This design comes from an exercise in tuning for small area, a short achievable clock period and few clock cycles on the open sky130 flow, not from production work. Only simulation tests tie the RTL to the original design; equivalence was not proved. Power figures rest on the tool's default switching activity, not on a simulated workload.

Setup of v28:
// rm_edf_tick_scheduler
module rm_edf_tick_scheduler (
  input  wire logic                          clk,
  input  wire logic                          rst_n,
  input  wire logic                          start,
  output logic                               busy,
  input  wire logic [1:0]                    in_operation,
  input  wire logic [rmedf_pkg::SLOT_W-1:0]  in_task_index,
  input  wire logic [rmedf_pkg::VAL_W-1:0]   in_period,
  input  wire logic [rmedf_pkg::VAL_W-1:0]   in_burst,
  input  wire logic [rmedf_pkg::VAL_W-1:0]   in_deadline,
  output logic                               out_valid,
  output logic                               out_kind,
  output logic [rmedf_pkg::ID_W-1:0]         out_task_id,
  output logic                               out_seg_valid,
  output logic [rmedf_pkg::ID_W-1:0]         out_seg_task,
  output logic [rmedf_pkg::OUT_W-1:0]        out_seg_start,
  output logic [rmedf_pkg::OUT_W-1:0]        out_seg_end,
  output logic [2:0]                         out_seg_tag,
  output logic                               out_trace_full,
  output logic [rmedf_pkg::OUT_W-1:0]        out_count_complete,
  output logic [rmedf_pkg::OUT_W-1:0]        out_count_lost,
  output logic [rmedf_pkg::OUT_W-1:0]        out_count_killed,
  output logic                               out_last,
  input  wire logic                          psel,
  ...
Size in the first run: about 9,200 cells after synthesis, ~1,600 flip-flops, about 310 I/O pins, roughly 92,000 um2 of cells after synthesis.
==> flow/config.mk <==
export PLATFORM = sky130hd
export DESIGN_NAME = rm_edf_tick_scheduler
export DESIGN_NICKNAME = rm_edf_tick_scheduler
export VERILOG_FILES = /design/flow/design.v
export SDC_FILE = /design/flow/constraint.sdc
export NUM_CORES = 4
export LEC_CHECK = 0
export CAP_MARGIN = 20
export CORE_MARGIN = 2
export CORE_UTILIZATION = 65
export CTS_BUF_LIST = sky130_fd_sc_hd__clkbuf_8
export CTS_CLUSTER_SIZE = 30
export SETUP_SLACK_MARGIN = 5
export SLEW_MARGIN = 20
==> flow/constraint.sdc <==
create_clock -name core_clock -period 10.0 [get_ports {clk}]
set_input_delay 2.0000 -clock core_clock [delete_from_list [all_inputs] [get_ports {clk}]]
set_output_delay 2.0000 -clock core_clock [all_outputs]
set_load 0.01 [all_outputs]
standard.sh (not shown) runs the stock make flow with config.mk's settings and CLKGATE_MAP_FILE= SYNTH_SCRIPT=/design/flow/synth_recipe.tcl, a recipe that flattens the netlist after the stock synthesis.
==> flow/flow/run.sh <==
#!/bin/bash
set -euo pipefail
bash standard.sh SETUP_SLACK_MARGIN=6 finish > standard_make.log 2>&1
v28 finished all stages; the layout is clean.
Testbench counts of v28, summed over its fixed seeds: cycles 6,919.
## Diff of input files: v12 against v28
Settings: CTS_CLUSTER_SIZE no longer set, was 30; CORE_UTILIZATION now 40, was 65; CTS_BUF_LIST no longer set, was sky130_fd_sc_hd__clkbuf_8.
==> flow/flow/run.sh <==
#!/bin/bash
set -euo pipefail
bash standard.sh SETUP_SLACK_MARGIN=6.5 finish > standard_make.log 2>&1
## What came out
- No run among v28 and v12 stopped early or left any final violation; all are clean.
- From v28 to v12, xor/xnor share of the synthesized area did not move at all.
- The estimated power of v12 ends up higher than the estimate for v28.
- Looking at register-to-register setup slack across v28 and v12, the one that comes out higher is v12.
- Going from v28 to v12, maximum buffer depth of the clock tree down 1; global-route wire length before repair higher; final period utilization higher; stage delay of the slowest cell on the critical path increased by 0.05 ns relative to the old numbers.
- The worst setup slack reported for v12 is smaller than that of v28 by 0.042 ns.
- Number of well taps up 60% in v12 wrt v28
- Diff v28 -> v12: via count went up by 1,717; aggregate routed wire length went up by about 15%.
Input-level comparison between v43 and v12:
Settings: CTS_CLUSTER_SIZE now 24, previously not set; CORE_UTILIZATION now 55, was 40; CTS_BUF_LIST now sky130_fd_sc_hd__clkbuf_8, previously not set.
==> flow/flow/run.sh <==
#!/bin/bash
set -euo pipefail
bash standard.sh SETUP_SLACK_MARGIN=6 finish > standard_make.log 2>&1
## What came out
- For the area overhead of the layout relative to synthesis, v43 came in 13 points lower than v12 did.
- Higher worst hold margin was reported by v12, not v43.
- Clock network fraction of total power (v43 over v12): decrease, 2.4 points
- Summary of v43 over v12: overall power fell by 1.9 mW; number of instances in the placed design fell by 813.
- Between v12 and v43, share of layout cells above drive strength 1 is higher for v12, v43 comes in under that.
- Between v12 and v43, the via count is higher for v12.
- Final wirelength, v12 and v43, lower one = v43.
--- input diff v43..v1 ---
==> flow/flow/run.sh <==
#!/bin/bash
set -euo pipefail
bash standard.sh SETUP_SLACK_MARGIN=5.8 finish > standard_make.log 2>&1
==> comparison <==
On v1: sequential share of layout area is 0.71 points higher than what v43 gave. v1 vs. v43: hold violation count in the final report closely matched the old numbers; count of inserted antenna diode cells increased 7. Re overall fraction of global-route tracks in use: v1 is 1.8 points down on v43. Looking at layout-stage area growth over the synthesis result, v1 sits 2.2 points below v43. v1 — least setup slack across all paths after layout 0.28 ns lower, v43 as reference.


Setup of exp/quartz:
rm_edf_tick_scheduler again, from the RTL that the note above started with.
Settings: LEC_CHECK=0, CAP_MARGIN=20, CORE_MARGIN=2, CORE_UTILIZATION=60, CTS_BUF_LIST=sky130_fd_sc_hd__clkbuf_4 sky130_fd_sc_hd__clkbuf_8, CTS_CLUSTER_SIZE=24, SETUP_SLACK_MARGIN=5, SLEW_MARGIN=20; clock period 10.0 ns.
==> flow/flow/run.sh <==
#!/bin/bash
set -euo pipefail
bash standard.sh SETUP_SLACK_MARGIN=6 finish > standard_make.log 2>&1
Testbench counts of exp/quartz, summed over its fixed seeds: cycles 6,919.
Inputs modified between exp/quartz and exp/amber:
- swapping 24 for 40 in CTS_CLUSTER_SIZE
- swapping 60 for 55 in CORE_UTILIZATION
- swapping sky130_fd_sc_hd__clkbuf_4 sky130_fd_sc_hd__clkbuf_8 for sky130_fd_sc_hd__clkbuf_8 in CTS_BUF_LIST
- putting PLACE_DENSITY at 0.7 where nothing was set
==> comparison <==
exp/amber finished end to end and its layout was clean on timing, DRC and antenna.
Between exp/quartz and exp/amber, the difference in layout overhead on the synthesized area is negligible.
exp/amber reports its critical path endpoint as out_seg_tag[0] while exp/quartz reports out_count_killed[1].
In exp/amber the final critical-path setup slack turned out 40 ps lower than in exp/quartz.
Relative to exp/quartz, share of the cycle needed by the critical path after routing increased by 0.40 points in exp/amber.
Sort exp/quartz and exp/amber by number of clock-tree buffers in the layout desc -> top: exp/quartz
In exp/amber the global-route track usage on met3 turned out 0.58 points lower than in exp/quartz.
Against exp/quartz, via count in exp/amber rose slightly.
Looking at first-pass GRT wire length across exp/quartz and exp/amber, the one that comes out lower is exp/quartz.
[inputs] exp/ember vs exp/amber
- CTS_CLUSTER_SIZE changed from 40 to 30
- PLACE_DENSITY removed (was 0.7)
==> flow/flow/run.sh <==
#!/bin/bash
set -euo pipefail
bash standard.sh SETUP_SLACK_MARGIN=6 \
  "CTS_ARGS=-sink_clustering_enable -repair_clock_nets -buf_list sky130_fd_sc_hd__clkbuf_8 -sink_clustering_size 30 -dont_use_dummy_load" \
  finish > standard_make.log 2>&1
## What came out
- Sort exp/ember and exp/amber by count of clock-buffer cells in the layout asc -> top: exp/ember
- | routed wire length on met2 | exp/ember vs exp/amber | 2.4 mm higher |
- Of exp/ember and exp/amber, the run reporting the lower layout-stage area growth over the synthesis result was exp/ember.
- Diff exp/amber -> exp/ember: global-route wire length before repair picked up an extra 6.6 mm; clock slew at the register clock pins of the worst setup and hold paths ~0 delta.


Setup of sierra:
rm_edf_tick_scheduler again, from the RTL that the note above started with.
Settings: LEC_CHECK=0, CAP_MARGIN=20, CORE_MARGIN=2, CORE_UTILIZATION=55, SETUP_SLACK_MARGIN=5, SLEW_MARGIN=20; clock period 10.0 ns.
==> flow/flow/run.sh <==
#!/bin/bash
set -euo pipefail
bash standard.sh SETUP_SLACK_MARGIN=6 finish > standard_make.log 2>&1
Having completed the whole flow, sierra delivered a layout that passed the timing, design-rule and antenna checks.
Testbench counts of sierra, summed over its fixed seeds: cycles 6,919.
--- input diff sierra..nickel ---
# sierra
export LEC_CHECK = 0
export CAP_MARGIN = 20
export CORE_MARGIN = 2
export CORE_UTILIZATION = 55
export SETUP_SLACK_MARGIN = 5
export SLEW_MARGIN = 20
create_clock -name core_clock -period 10.0 [get_ports {clk}]
# nickel
export LEC_CHECK = 0
export CAP_MARGIN = 20
export CORE_MARGIN = 2
export CORE_UTILIZATION = 40
export CTS_BUF_LIST = sky130_fd_sc_hd__clkbuf_8
export SETUP_SLACK_MARGIN = 5
export SLEW_MARGIN = 20
create_clock -name core_clock -period 10.0 [get_ports {clk}]
Results
- The run showing the greater non-clock buffer count is sierra.
- Comparing nickel and sierra, fraction of standard cell area that is sequential is lower on nickel.
- nickel vs. sierra: number of filler instances in the final layout went up by 7725.
- Summary: with sierra as the reference, post-place instance area in nickel moved up slightly.
- Compared nickel vs sierra, and detailed-route vias per instance is down in nickel.
- In the metrics for nickel and sierra, the one carrying the lower routed wire length is sierra.
- The clock-pin slew of the registers on the worst-case setup and hold paths on nickel is in line with that on sierra.
- Total setup violations reported at the end of the flow across nickel and sierra: no real change.
- sierra has a higher share of total power in the clock network than nickel.
- Of nickel and sierra, the run reporting the higher maximum frequency was sierra.
What xenon does differently from nickel at the input level:
# nickel
export LEC_CHECK = 0
export CAP_MARGIN = 20
export CORE_MARGIN = 2
export CORE_UTILIZATION = 40
export CTS_BUF_LIST = sky130_fd_sc_hd__clkbuf_8
export SETUP_SLACK_MARGIN = 5
export SLEW_MARGIN = 20
create_clock -name core_clock -period 10.0 [get_ports {clk}]
# xenon
export LEC_CHECK = 0
export CAP_MARGIN = 20
export CORE_MARGIN = 2
export CORE_UTILIZATION = 55
export CTS_BUF_LIST = sky130_fd_sc_hd__clkbuf_8
export CTS_CLUSTER_SIZE = 24
export SETUP_SLACK_MARGIN = 5
export SLEW_MARGIN = 20
create_clock -name core_clock -period 10.0 [get_ports {clk}]
==> flow/flow/run.sh <==
#!/bin/bash
set -euo pipefail
bash standard.sh SETUP_SLACK_MARGIN=6 \
  "CTS_ARGS=-sink_clustering_enable -repair_clock_nets -buf_list sky130_fd_sc_hd__clkbuf_8 -sink_clustering_size 24 -dont_use_dummy_load" \
  finish > standard_make.log 2>&1
## What came out
- Register clock-pin slew on the reported worst setup and hold paths on xenon is down relative to nickel.
- Taking nickel as 1.0, xenon lands at 0.72 on largest net degree at the start of global routing.
- In terms of area used by sequential logic in the layout, xenon and nickel differ only marginally.
- nickel leaves less setup margin than xenon.
- There was hardly any difference in critical path buffer and inverter count between xenon and nickel.
- Between xenon and nickel, it is xenon whose die area is lower, by 0.063 mm2.

what the ideal ports hide:
No port has a modelled driver above. Below, the same layouts with a new extraction and two added sets of constraints.
Step 1 (the two cells are an assumption about what drives the block):
set clk [get_ports {clk}]
set_driving_cell -lib_cell sky130_fd_sc_hd__clkbuf_16 $clk
set_driving_cell -lib_cell sky130_fd_sc_hd__buf_2 [delete_from_list [all_inputs] $clk]
Step 2 also shifts input and output timing later by t, the mid clock arrival at the registers, as if the neighbouring blocks saw the same clock.
Three values: no drivers, after step 1, after step 2; two values: the first two.
run	t, ns	slack for setup (ns)	latest minus earliest clock arrival (ns)	worst register clock-pin slew, ns	worst data-port slew with drivers (ns)
v28	1.101	5.866 / 5.782 / 4.874	0.090 / 0.090	0.08 / 0.08	0.13
v12	0.956	5.824 / 5.731 / 5.363	0.065 / 0.066	0.07 / 0.07	0.18
v43	1.122	5.801 / 5.714 / 4.885	0.083 / 0.083	0.07 / 0.07	0.07
v1	1.131	5.526 / 5.440 / 4.735	0.088 / 0.088	0.07 / 0.07	0.08
exp/quartz	1.099	5.819 / 5.735 / 4.861	0.084 / 0.085	0.07 / 0.07	0.08
exp/amber	1.145	5.779 / 5.695 / 4.908	0.081 / 0.081	0.07 / 0.07	0.12
exp/ember	1.124	5.792 / 5.705 / 4.922	0.100 / 0.099	0.07 / 0.07	0.07
sierra	0.928	5.894 / 5.807 / 5.067	0.049 / 0.049	0.07 / 0.07	0.07
nickel	1.103	5.788 / 5.700 / 4.907	0.130 / 0.130	0.08 / 0.08	0.12
xenon	1.124	5.792 / 5.705 / 4.922	0.100 / 0.099	0.07 / 0.07	0.07
After both steps setup and hold are still met in every run listed. The setup slack of v28, which loses most, moves by -0.084 ns with the drivers and by -0.992 ns with both steps.
